From an optimization exercise on the open Yosys and OpenROAD flow, aimed at small area; shortcuts taken in it are not production practice.
RTL that was checked went through simulation tests only; none was proved equivalent to the original.
The RTL of run 1 was laid out without a check of its function.
Power figures rest on the tool's default switching activity, not on a simulated workload.

`design/flow/config.mk`:
```
export PLATFORM = sky130hd
export DESIGN_NAME = joint_ramp_ctrl16
export DESIGN_NICKNAME = joint_ramp_ctrl16
export VERILOG_FILES = /design/flow/design.v
export SDC_FILE = /design/flow/constraint.sdc
export NUM_CORES = 4
export LEC_CHECK = 0
export CAP_MARGIN = 20
export CORE_MARGIN = 2
export CORE_UTILIZATION = 30
export SLEW_MARGIN = 20
```
`design/flow/constraint.sdc`:
```
create_clock -name core_clock -period 12.0 [get_ports {clk}]
set_input_delay 2.4000 -clock core_clock [delete_from_list [all_inputs] [get_ports {clk}]]
set_output_delay 2.4000 -clock core_clock [all_outputs]
set_load 0.01 [all_outputs]
```
`design/flow/design.v`:
```
module joint_pwm_ramp_ctrl #(
  parameter int JOINTS     = 4,
  parameter int PWM_PERIOD = 100000,
  parameter int RAMP_STEP  = 100,
  parameter int WDT_CYCLES = 5000000
) (
  input  logic                 clk,
  input  logic                 rst_n,
  input  logic                 enable,
  input  logic                 cmd_valid,
  output logic                 cmd_ready,
  input  logic [3:0]           cmd_joint,
  input  logic [31:0]          cmd_value,
  output logic [32*JOINTS-1:0] duty_cmd,
  output logic                 period_tick,
  output logic                 busy,
  output logic                 fault
);
  localparam int CNT_W = $clog2(PWM_PERIOD + 1);
  localparam int WDT_W = $clog2(WDT_CYCLES + 1);
  localparam int IDX_W = (JOINTS > 1) ? $clog2(JOINTS) : 1;
  localparam int DW    = $clog2(PWM_PERIOD + 1) + 1;    
  localparam logic [CNT_W-1:0]  LAST_CNT = CNT_W'(PWM_PERIOD - 1);
  localparam logic [WDT_W-1:0]  WDT_PRE  = WDT_W'(WDT_CYCLES - 2);
  localparam bit                WDT_USE_LFSR = (WDT_CYCLES == 60000) && (WDT_W == 16);
  localparam logic [15:0]       WDT_LFSR_PRE = 16'h2b75;
  localparam logic [IDX_W-1:0]  LAST_IDX = IDX_W'(JOINTS - 1);
  localparam logic signed [32:0] LIM_HI  = 33'(PWM_PERIOD);
  localparam logic signed [32:0] LIM_LO  = -LIM_HI;
  localparam logic signed [DW:0] STEP_HI = (DW+1)'(RAMP_STEP);
  localparam logic signed [DW:0] STEP_LO = -STEP_HI;
  localparam logic [DW-1:0]      STEP_P  = DW'(RAMP_STEP);
  localparam logic [DW-1:0]      STEP_N  = -STEP_P;
  function automatic logic [DW-1:0] clamp_duty(input logic [31:0] v);
    logic signed [32:0] w;
    w = $signed({v[31], v});
    if (w > $signed(LIM_HI))      clamp_duty = LIM_HI[DW-1:0];
    else if (w < $signed(LIM_LO)) clamp_duty = LIM_LO[DW-1:0];
    else                 clamp_duty = v[DW-1:0];
  endfunction
  function automatic logic [DW-1:0] ramp_duty(input logic [DW-1:0] cur, input logic [DW-1:0] tgt);
    logic signed [DW:0] c, t, d;
    logic [DW-1:0] s;
    logic opp, small_c, big_d;
    c       = $signed({cur[DW-1], cur});
    t       = $signed({tgt[DW-1], tgt});
    d       = t - c;
    opp     = (cur[DW-1] && !tgt[DW-1] && (tgt != '0)) ||
              (tgt[DW-1] && !cur[DW-1] && (cur != '0));
    small_c = (c <= $signed(STEP_HI)) && (c >= $signed(STEP_LO));
    big_d   = (d > $signed(STEP_HI)) || (d < $signed(STEP_LO));
    s       = cur + (d[DW] ? STEP_N : STEP_P);
    if (opp && small_c) ramp_duty = '0;
    else if (big_d)     ramp_duty = s;
    else                ramp_duty = tgt;
  endfunction
  logic [CNT_W-1:0] cnt_q, cnt_d;
  logic             busy_q;
  logic [WDT_W-1:0] wdt_q;
  logic             fault_q, fault_d;
  logic [JOINTS-1:0] tv_q;
  logic [DW-1:0]    tgt_q  [JOINTS];
  logic [DW-1:0]    duty_q [JOINTS];
  logic             tick, accept, upd;
  logic [IDX_W-1:0] jsel;
  logic [DW-1:0]    cmd_clamped, cur_sel, tgt_sel, t_in, new_duty;
  logic             tv_sel;
  assign tick        = (cnt_q == LAST_CNT);
  assign cnt_d       = tick ? '0 : cnt_q + CNT_W'(1);
  assign cmd_ready   = enable && !fault_q && !busy_q;
  assign busy        = busy_q;
  assign period_tick = tick;
  assign fault       = fault_q;
  assign accept      = cmd_valid && cmd_ready;
  assign cmd_clamped = clamp_duty(cmd_value);
  assign upd  = tick || (busy_q && (cnt_q[IDX_W-1:0] != LAST_IDX));
  assign jsel = cnt_d[IDX_W-1:0];
  logic wdt_pre, wdt_clr;
  logic [WDT_W-1:0] wdt_step;
  assign wdt_clr = accept || !enable;
  if (WDT_USE_LFSR) begin : g_wdt_lfsr
    assign wdt_pre  = (wdt_q == WDT_LFSR_PRE);
    assign wdt_step = {wdt_q[14:0], ~(wdt_q[15] ^ wdt_q[14] ^ wdt_q[12] ^ wdt_q[3])};
  end else begin : g_wdt_bin
    assign wdt_pre  = (wdt_q == WDT_PRE);
    assign wdt_step = wdt_q + WDT_W'(1);
  end
  assign fault_d = enable && (fault_q || (!accept && wdt_pre));
  for (genvar g = 0; g < JOINTS; g++) begin : g_pack
    assign duty_cmd[32*g +: 32] = {{(32-DW){duty_q[g][DW-1]}}, duty_q[g]};
  end
  always_comb begin
    cur_sel = duty_q[jsel];
    tgt_sel = tgt_q[jsel];
    tv_sel  = tv_q[jsel];
    if (accept && cmd_joint == 4'd0) t_in = cmd_clamped;
    else if (tv_sel)                 t_in = tgt_sel;
    else                             t_in = '0;
    new_duty = enable ? ramp_duty(cur_sel, t_in) : '0;
  end
  always_ff @(posedge clk or negedge rst_n) begin
    if (!rst_n) begin
      cnt_q   <= '0;
      busy_q  <= 1'b0;
      wdt_q   <= '0;
      fault_q <= 1'b0;
      tv_q    <= '0;
    end else begin
      cnt_q   <= cnt_d;
      busy_q  <= enable && upd;
      wdt_q   <= wdt_clr ? '0 : wdt_step;
      fault_q <= fault_d;
      for (int j = 0; j < JOINTS; j++)
        tv_q[j] <= enable && !fault_d && (tv_q[j] || (accept && cmd_joint == 4'(j)));
    end
  end
  always_ff @(posedge clk) begin
    for (int j = 0; j < JOINTS; j++)
      if (accept && cmd_joint == 4'(j)) tgt_q[j] <= cmd_clamped;
  end
  always_ff @(posedge clk or negedge rst_n) begin
    if (!rst_n) begin
      for (int j = 0; j < JOINTS; j++) duty_q[j] <= '0;
    end else begin
      for (int j = 0; j < JOINTS; j++)
        if (!enable || (upd && jsel == IDX_W'(j))) duty_q[j] <= new_duty;
    end
  end
endmodule
module joint_ramp_ctrl16 (
  input  logic          clk,
  input  logic          rst_n,
  input  logic          enable,
  input  logic          cmd_valid,
  output logic          cmd_ready,
  input  logic [3:0]    cmd_joint,
  input  logic [31:0]   cmd_value,
  output logic [511:0]  duty_cmd,
  output logic          period_tick,
  output logic          busy,
  output logic          fault
);
  joint_pwm_ramp_ctrl #(
    .JOINTS     (16),
    .PWM_PERIOD (2000),
    .RAMP_STEP  (50),
    .WDT_CYCLES (60000)
  ) u_ctrl (
    .clk         (clk),
    .rst_n       (rst_n),
    .enable      (enable),
    .cmd_valid   (cmd_valid),
    .cmd_ready   (cmd_ready),
    .cmd_joint   (cmd_joint),
    .cmd_value   (cmd_value),
    .duty_cmd    (duty_cmd),
    .period_tick (period_tick),
    .busy        (busy),
    .fault       (fault)
  );
endmodule
```
`design/flow/flow/run.sh`:
```
#!/bin/bash
set -euo pipefail
bash standard.sh finish \
  "BUFFER_PORTS_ARGS=-buffer_cell sky130_fd_sc_hd__buf_1" \
  > standard_flow.log 2>&1
```
`design/flow/standard.sh`:
```
#!/bin/bash
# synth_recipe.tcl (not shown) runs the flow's synth.tcl, then flattens the netlist and writes it again
# the make line also repeats each setting of config.mk as NAME=value (left out here)
make -C /OpenROAD-flow-scripts/flow DESIGN_CONFIG=/design/flow/config.mk WORK_HOME=/design/flow/orfs CLKGATE_MAP_FILE= SYNTH_SCRIPT=/design/flow/synth_recipe.tcl "${@:-finish}"
```
==> results of run 1 <==
critical path: cells and delay by family, from the launching register on:
| kind | cells | cell delay, ns |
|---|---|---|
| compound gates | 17 | 4.82 |
| fa+ha+maj | 3 | 1.20 |
| flops | 1 | 0.70 |
| simple gates | 5 | 1.52 |
| buf+inv | 3 | 1.15 |
per-stage QoR:
stage          worst slack (ns)  instance area [um^2]
4_1_cts                    2.41                 25900
3_3_place_gp               2.08                 24400
6_report                   2.49                 26000
3_5_place_dp               1.80                 24400
5_1_grt                    1.93                 26000
2_1_floorplan              3.50                 23700
logic make-up after synthesis:
| group | synth area share [%] |
|---|---|
| adders and majority gates | 1.65 |
| DFF | 49.4 |
| xor gates and xnor gates | 0.803 |
| and+or+nand+nor | 15.1 |
| buffers and inverters | 14.3 |
| muxes | 1.36 |
| AOI/OAI and AO/OA | 17.5 |
power by group through the flow:
stage | logic [mW] | clock network [mW] | registers [mW]
global route | 0.288 | 1.50 | 1.61
global placement | 0.266 | 0 | 1.64
floorplan | 0.191 | 0 | 1.62
finish | 0.271 | 1.43 | 1.61
detailed placement | 0.267 | 0 | 1.64
CTS | 0.267 | 1.44 | 1.61
sequential cells by signal, indices dropped and copies added (netlist names):
name            cells
u_ctrl.duty_q     192
u_ctrl.tgt_q      192
u_ctrl.tv_q        16
u_ctrl.wdt_q       16
u_ctrl.cnt_q       11
u_ctrl.busy_q       1
u_ctrl.fault_q      1
area by class of cell:
cell class	instances	area, um^2	area share, %
multi-input cells	1421	8720	33.6
repair buffers	617	2620	10.1
flip-flops and latches	429	11700	45.0
inverters	39	146	0.563
clock buffers	66	1300	4.99
diodes	1	2.50	0.00963
clock inverters	20	191	0.737
well taps	1050	1310	5.06
worst paths after layout:
| kind | depth (start not counted) | start | slack (ns) | endpoint |
|---|---|---|---|---|
| hold / removal | 1 | u_ctrl.wdt_q[8]$_DFF_PN0_ | 0.47 | u_ctrl.wdt_q[9]$_DFF_PN0_ |
| setup / recovery | 28 | u_ctrl.cnt_q[0]$_DFF_PN0_ | 2.49 | u_ctrl.duty_q[5][11]$_DFFE_PN0P_ |
| max in group asynchronous | 4 | rst_n | 8.23 | u_ctrl.duty_q[0][0]$_DFFE_PN0P_ |
| hold reg to reg | 1 | u_ctrl.wdt_q[8]$_DFF_PN0_ | 0.47 | u_ctrl.wdt_q[9]$_DFF_PN0_ |
| min in group asynchronous | 1 | rst_n | 1.76 | u_ctrl.wdt_q[9]$_DFF_PN0_ |
| setup reg to reg | 28 | u_ctrl.cnt_q[0]$_DFF_PN0_ | 2.49 | u_ctrl.duty_q[5][11]$_DFFE_PN0P_ |
placed cells by master, fill, tap and decap left out, types with 7 or more instances in the layout:
cell type  synthesis  routed
edfxtp_1         192     192
a21oi_1           43      42
nor4_1            15      15
a22oi_1           60      60
nand3_1          187     187
a21o_1            12      12
buf_4            334      56
a22o_1            45      45
clkbuf_16          0      47
inv_1             35      35
nor3_1            45      42
dfrtp_1          237     236
buf_1              7     553
nand2b_1          11      11
o21ai_0           33      31
o22ai_1           16      16
a31oi_1           12      12
nand4_1           23      23
and2_1            28      28
a221o_1            9       9
o31ai_2           14      14
xnor2_1           12      12
ha_1              28      26
a21boi_0           7       7
a21oi_2            7       8
a222oi_1          16      16
clkbuf_1          70      14
mux2i_1           21      20
o21a_1            25      25
nand2_1          296     296
nor2_1            85      68
clkinv_2           0       9
o21ai_1          172     174
and3_1             8       8
a211oi_1          13      11
nor2_2             0      16
a221oi_1          15      15
routing by layer:
layer  share of wire, %  routed length (um)  track usage (%)
met4                4.2                3940             8.40
met2                 46               42700             34.6
met3                 11               10000             6.11
met1                 40               37000             29.2
met5                  0                   0                0
==> notes.md, run 1 <==
MaxCap Viol Count: 0
Psw: 0.882 mW
Cells after Synth: 2365
Worst hold slack: 0.474 ns
Layout cell share with drive strength beyond 1: 8.56%
Cell Pwr Density: 127 nW/um^2
Htree depth: 2
Synth warnings: 3
Rows: 103
Area Overhead vs Synth: 9.74%
Top cell type's share of synthesized area: 25.0%
CTS-repair resized insts: 0
Die ar.: 81200 um^2
Flops & latches, synth: 429
HP Class: register to register
Detailed-route wire length per cell: 25.7 um
# Post-CTS Setup Buffers: 0
Status: no timing/DRC/antenna violations
CTS Hold Bufs: 0
Vias per cell: 5.49
Slowest CP cell: o31ai_4
Vias in the first global route: 17700
Commonest cells in the netlist: buf_4, nand2_1, dfrtp_1, edfxtp_1, nand3_1
Synth unique cells: 96
CP max FO: 22
Startpoint Class: register
Die H: 285 um
Sequential share of power: 48.6%
CP Capture Type: register
Boundary pin count: 556
Final period utilization: 79.2%
Fin Clk Skew: 0.0176 ns
Post-placement cell count: 3553
CP required: 12.51 ns
Worst stage delay on the critical path: 0.76 ns
Synth Flop Type: dfrtp_1
Highest clock rate: 105 MHz
Clock buffer depth: 3
Clk slew on worst S/H paths: 0.06 ns
Root Buffer: clkbuf_16
Leakage: 9.53 nW
Starting Density: 30.1%
Hold Violations, Final: 0
Net Sw Frac: 26.6%
Port bufs: 555
Final core occ: 33.1%
Nets: 2625
RSZ-0062 raised after global routing: false
Post-synth EDFFs: 192
Clk sinks: 429
Worst slew pin tran: 1.31 ns
Mapped Area: 23700 um^2
Synthesized net count: 2435
Clock Latency Late Sink: 0.60 ns
Drt pass-1 iters: 6
Overall Power: 3.31 mW
DRC violations left: 0
Pins over their slew limit: 0
Setup TNS: 0 ns
CTS buffer count: 47
TritonCTS clock tree: yes
Vias: 20000
Final WL: 93.7 mm
Final Setup Violations: 0
Die X: 285 um
Core area: 78600 um^2
Routed Antenna Nets: 0
Critical path class: register to register
Syn avg cell area: 10.0 um^2
Clock share of power: 43.2%
Largest net degree at the start of global routing: 162
Worst slew margin relative to its limit: 12.4%
Worst EP arrival: 10.02 ns
Routability congestion estimate: 0.934
Grt total ovfl: 0
First DRT Iteration DRCs: 2480
Tmin final: 9.51 ns
Cell Count, Final, Fillers Out: 3643
Worst VDD drop: 0.0881 mV
Top cells by area, synth: dfrtp_1, edfxtp_1, buf_4
Most common cell in the netlist: buf_4
Dpl hpwl: 66.9 mm
Synth area leader: dfrtp_1
Comb power frac: 8.2%
Global Route Usage Sum: 22.1%
FILL cells: 8036
Internal: 2.43 mW
Post-synth ARST share: 55.2%
First-pass GRT wire length: 133 mm
Sequential element share of the synthesized area: 49.4%
Initial antenna violation count: 0
==> run 2, diff against run 1 <==
--- a/design/flow/design.v
+++ b/design/flow/design.v
@@ -24,4 +24,2 @@
   localparam logic [WDT_W-1:0]  WDT_PRE  = WDT_W'(WDT_CYCLES - 2);
-  localparam bit                WDT_USE_LFSR = (WDT_CYCLES == 60000) && (WDT_W == 16);
-  localparam logic [15:0]       WDT_LFSR_PRE = 16'h2b75;
   localparam logic [IDX_W-1:0]  LAST_IDX = IDX_W'(JOINTS - 1);
@@ -77,13 +75,3 @@
   assign jsel = cnt_d[IDX_W-1:0];
-  logic wdt_pre, wdt_clr;
-  logic [WDT_W-1:0] wdt_step;
-  assign wdt_clr = accept || !enable;
-  if (WDT_USE_LFSR) begin : g_wdt_lfsr
-    assign wdt_pre  = (wdt_q == WDT_LFSR_PRE);
-    assign wdt_step = {wdt_q[14:0], ~(wdt_q[15] ^ wdt_q[14] ^ wdt_q[12] ^ wdt_q[3])};
-  end else begin : g_wdt_bin
-    assign wdt_pre  = (wdt_q == WDT_PRE);
-    assign wdt_step = wdt_q + WDT_W'(1);
-  end
-  assign fault_d = enable && (fault_q || (!accept && wdt_pre));
+  assign fault_d = enable && (fault_q || (!accept && wdt_q == WDT_PRE));
   for (genvar g = 0; g < JOINTS; g++) begin : g_pack
@@ -110,3 +98,3 @@
       busy_q  <= enable && upd;
-      wdt_q   <= wdt_clr ? '0 : wdt_step;
+      wdt_q   <= (accept || !enable) ? '0 : wdt_q + WDT_W'(1);
       fault_q <= fault_d;
==> design/flow/run.sh (new file) <==
#!/bin/bash
# synth_recipe.tcl (not shown) runs the flow's synth.tcl, then flattens the netlist and writes it again
# the make line also repeats each setting of config.mk as NAME=value (left out here)
make -C /OpenROAD-flow-scripts/flow DESIGN_CONFIG=/design/flow/config.mk WORK_HOME=/design/flow/orfs CLKGATE_MAP_FILE= SYNTH_SCRIPT=/design/flow/synth_recipe.tcl finish
removed: design/flow/flow/run.sh
removed: design/flow/standard.sh
==> notes.md, run 2 <==
Pins over their slew limit: 0 (unchanged)
Biggest regs: u_ctrl.duty_q (192), u_ctrl.tgt_q (192) (unchanged)
CTS buffer count: 47 (unchanged)
Boundary pin count: 556 (unchanged)
Flops & latches, synth: 429 (unchanged)
Rows: 100 (was 103)
First DRT Iteration DRCs: 2293 (was 2480)
Antenna Cells: 0 (was 1)
Dpl hpwl: 65.2 mm (was 66.9 mm)
DRC violations left: 0 (unchanged)
Synth unique cells: 76 (was 96)
Top cell type's share of synthesized area: 26.1% (was 25.0%)
Die H: 279 um (was 285 um)
Sequential share of power: 45.5% (was 48.6%)
Leakage: 10.4 nW (was 9.53 nW)
Final period utilization: 80.3% (was 79.2%)
CP max FO: 9 (was 22)
Internal: 2.60 mW (was 2.43 mW)
CTS-repair resized insts: 0 (unchanged)
Synth warnings: 3 (unchanged)
Commonest cells in the netlist: buf_4, dfrtp_1, nand3_1, o31ai_1, edfxtp_1 (was buf_4, nand2_1, dfrtp_1, edfxtp_1, nand3_1)
Synth Flop Type: dfrtp_1 (unchanged)
TritonCTS clock tree: yes (unchanged)
Mapped Area: 22700 um^2 (was 23700 um^2)
Startpoint Class: primary input (was register)
Worst hold slack: 0.488 ns (was 0.474 ns)
Most frequent cells in the layout: clkdlybuf4s50_1, dfrtp_1, nand3_1 (was buf_1, nand2_1, dfrtp_1)
Sequential element share of the synthesized area: 51.6% (was 49.4%)
Most common cell in the netlist: buf_4 (unchanged)
Routability congestion estimate: 0.929 (was 0.934)
HP Class: register to register (unchanged)
Area of the multi-input gates: 8070 um^2 (was 8720 um^2)
Worst EP arrival: 10.05 ns (was 10.02 ns)
Net Sw Frac: 25.6% (was 26.6%)
Layout cell share with drive strength beyond 1: 7.63% (was 8.56%)
Most frequent CP cell: o21ai_0
Clk slew on worst S/H paths: 0.06 ns (about the same)
Die ar.: 77800 um^2 (was 81200 um^2)
Htree depth: 2 (unchanged)
Critical path class: primary input to register (was register to register)
Starting Density: 30.4% (was 30.1%)
Hold Violations, Final: 0 (unchanged)
Root Buffer: clkbuf_16 (unchanged)
Vias in the first global route: 17600 (was 17700)
CP Capture Type: register (unchanged)
Global Route Usage Sum: 23.0% (was 22.1%)
Post-placement cell count: 3217 (was 3553)
Status: no timing/DRC/antenna violations (unchanged)
Worst slew pin tran: 1.17 ns (was 1.31 ns)
Tmin final: 9.64 ns (was 9.51 ns)
Cell Pwr Density: 122 nW/um^2 (was 127 nW/um^2)
Drt pass-1 iters: 7 (was 6)
Cells after Synth: 2114 (was 2365)
Detailed-route wire length per cell: 28.2 um (was 25.7 um)
Port bufs: 555 (unchanged)
Synth area leader: dfrtp_1 (unchanged)
Final core occ: 38.3% (was 33.1%)
Worst slew margin relative to its limit: 22.0% (was 12.4%)
First-pass GRT wire length: 131 mm (was 133 mm)
Most common cell after layout, fill and taps aside: clkdlybuf4s50_1 (was buf_1)
Grt total ovfl: 0 (unchanged)
Post-synth ARST share: 55.2% (unchanged)
Cell Count, Final, Fillers Out: 3302 (was 3643)
Vias per cell: 5.67 (was 5.49)
Routed Antenna Nets: 0 (unchanged)
Fin area: 28600 um^2 (was 26000 um^2)
Final Setup Violations: 0 (unchanged)
Nets: 2370 (was 2625)
Vias: 18700 (was 20000)
Clock buffer depth: 3 (unchanged)
Synthesized net count: 2185 (was 2435)
Top cells by area, synth: dfrtp_1, edfxtp_1, buf_4 (unchanged)
Clock Latency Late Sink: 0.59 ns (was 0.60 ns)
FILL cells: 7029 (was 8036)
DP Worst Slack: 1.87 ns (was 1.80 ns)
Worst stage delay on the critical path: 0.64 ns (was 0.76 ns)
Clock share of power: 41.8% (was 43.2%)
Area Overhead vs Synth: 26.2% (was 9.74%)
Syn avg cell area: 10.7 um^2 (was 10.0 um^2)
MaxCap Viol Count: 0 (unchanged)
RSZ-0062 raised after global routing: false (unchanged)
Highest clock rate: 104 MHz (was 105 MHz)
CTS Hold Bufs: 0 (unchanged)
Die X: 279 um (was 285 um)
CP required: 12.41 ns (was 12.51 ns)
Slowest CP cell: nor3_2 (was o31ai_4)
Clk sinks: 429 (unchanged)
Post-synth EDFFs: 192 (unchanged)
Worst VDD drop: 0.0986 mV (was 0.0881 mV)
Psw: 0.895 mW (was 0.882 mW)
# Post-CTS Setup Buffers: 0 (unchanged)
Core area: 74700 um^2 (was 78600 um^2)
Reg area: 11700 um^2 (about the same)
Initial antenna violation count: 2 (was 0)
Largest net degree at the start of global routing: 193 (was 162)
Setup TNS: 0 ns (unchanged)
Setup ws final: 2.36 ns (was 2.49 ns)
Final WL: 93.0 mm (was 93.7 mm)
Overall Power: 3.50 mW (was 3.31 mW)
Comb power frac: 12.6% (was 8.2%)
Fin Clk Skew: 0.0212 ns (was 0.0176 ns)
Cell area after placement: 27000 um^2 (was 24400 um^2)
## run 2: changes by cell type in the layout (fill, tap and decap cells not counted), sizes merged, moves of 14 or more
cell | previous run | this run
nor3 | 47 | 25
buf | 615 | 50
a22o | 45 | 20
nor2 | 85 | 71
clkdlybuf4s50 | 0 | 553
nand2 | 297 | 94
and2 | 30 | 12
nand3 | 190 | 233
o31ai | 21 | 198
o21ai | 207 | 37
## run 2: final timing paths
check | to | slack [ns] | depth (start not counted) | startpoint
min in group asynchronous | u_ctrl.duty_q[1][1]$_DFFE_PN0P_ | 1.82 | 1 | rst_n
max in group asynchronous | u_ctrl.duty_q[11][1]$_DFFE_PN0P_ | 8.75 | 2 | rst_n
hold / removal | u_ctrl.tv_q[15]$_DFF_PN0_ | 0.49 | 1 | u_ctrl.tv_q[15]$_DFF_PN0_
hold reg to reg | u_ctrl.tv_q[15]$_DFF_PN0_ | 0.49 | 1 | u_ctrl.tv_q[15]$_DFF_PN0_
setup reg to reg | u_ctrl.duty_q[8][11]$_DFFE_PN0P_ | 2.50 | 30 | u_ctrl.cnt_q[0]$_DFF_PN0_
setup / recovery | u_ctrl.duty_q[8][11]$_DFFE_PN0P_ | 2.36 | 29 | cmd_valid
## run 2: layout make-up
type                            count  share of cell area, %
Clock buffer                       59                   4.51
Clock inverter                     24                  0.856
Sequential cell                   429                   40.8
Timing Repair Buffer              603                   20.9
Inverter                           38                  0.498
Tap cell                          969                   4.23
Multi-Input combinational cell   1180                   28.2
## run 2: power groups by stage
stage                     clock, mW  combinational, mW  sequential (mW)
final                          1.46              0.442             1.59
after global routing           1.53              0.463             1.60
after CTS                      1.47              0.434             1.59
after detailed placement          0              0.434             1.62
after global placement            0              0.432             1.62
after floorplan                   0              0.246             1.61
## run 2: critical path: cells and delay by family
kind	cells	cell delay, ns
compound gates	13	2.77
xor+xnor	1	0.16
fa+ha+maj	2	0.92
buf+inv	5	1.41
mux	1	0.53
simple gates	7	1.85
## run 2: layer usage
metal | vias up | global-route usage [%] | part of all wire, %
li1 | 8053 | - | -
met1 | 9364 | 28.6 | 38
met4 | 0 | 9.76 | 4.2
met5 | - | 0 | 0
met2 | 1112 | 38.9 | 49
met3 | 193 | 4.46 | 8.8
## run 2: cell families (layout without fill, tap and decap cells)
logic type / after synthesis / after routing / synth area share, %
XOR/XNOR: 38 / 38 / 1.47
AND/OR/NAND/NOR: 532 / 532 / 11.7
adder cells (fa/ha/maj): 31 / 31 / 1.78
AO/OA/AOI/OAI: 537 / 537 / 17.6
flip-flops: 429 / 429 / 51.6
buffers and inverters: 505 / 724 / 13.8
multiplexers: 42 / 42 / 2.06

[afterwards: timing with drivers on the ports]
No port has a modelled driver above. Below, the same layouts with a new extraction and two added sets of constraints. Step 1 (the two cells are an assumption about what drives the block):
set clk [get_ports {clk}]
set_driving_cell -lib_cell sky130_fd_sc_hd__clkbuf_16 $clk
set_driving_cell -lib_cell sky130_fd_sc_hd__buf_2 [delete_from_list [all_inputs] $clk]
Step 2 also shifts input and output timing later by t, the mid clock arrival at the registers, as if the neighbouring blocks saw the same clock. Slacks: no drivers / after step 1 / after step 2; pairs: no drivers / after step 1.
run	t, ns	slack for setup (ns)	clock arrival spread, ns	worst register clock-pin slew, ns	worst slew at a driven data input, ns
run 1	0.654	2.491 / 2.491 / 1.906	0.018 / 0.018	0.07 / 0.07	0.10
run 2	0.639	2.365 / 2.360 / 1.721	0.021 / 0.021	0.07 / 0.07	0.07
After both steps every run listed still meets setup and hold. The setup slack of run 2, which loses most, moves by -0.005 ns with the drivers and by -0.644 ns with both steps.
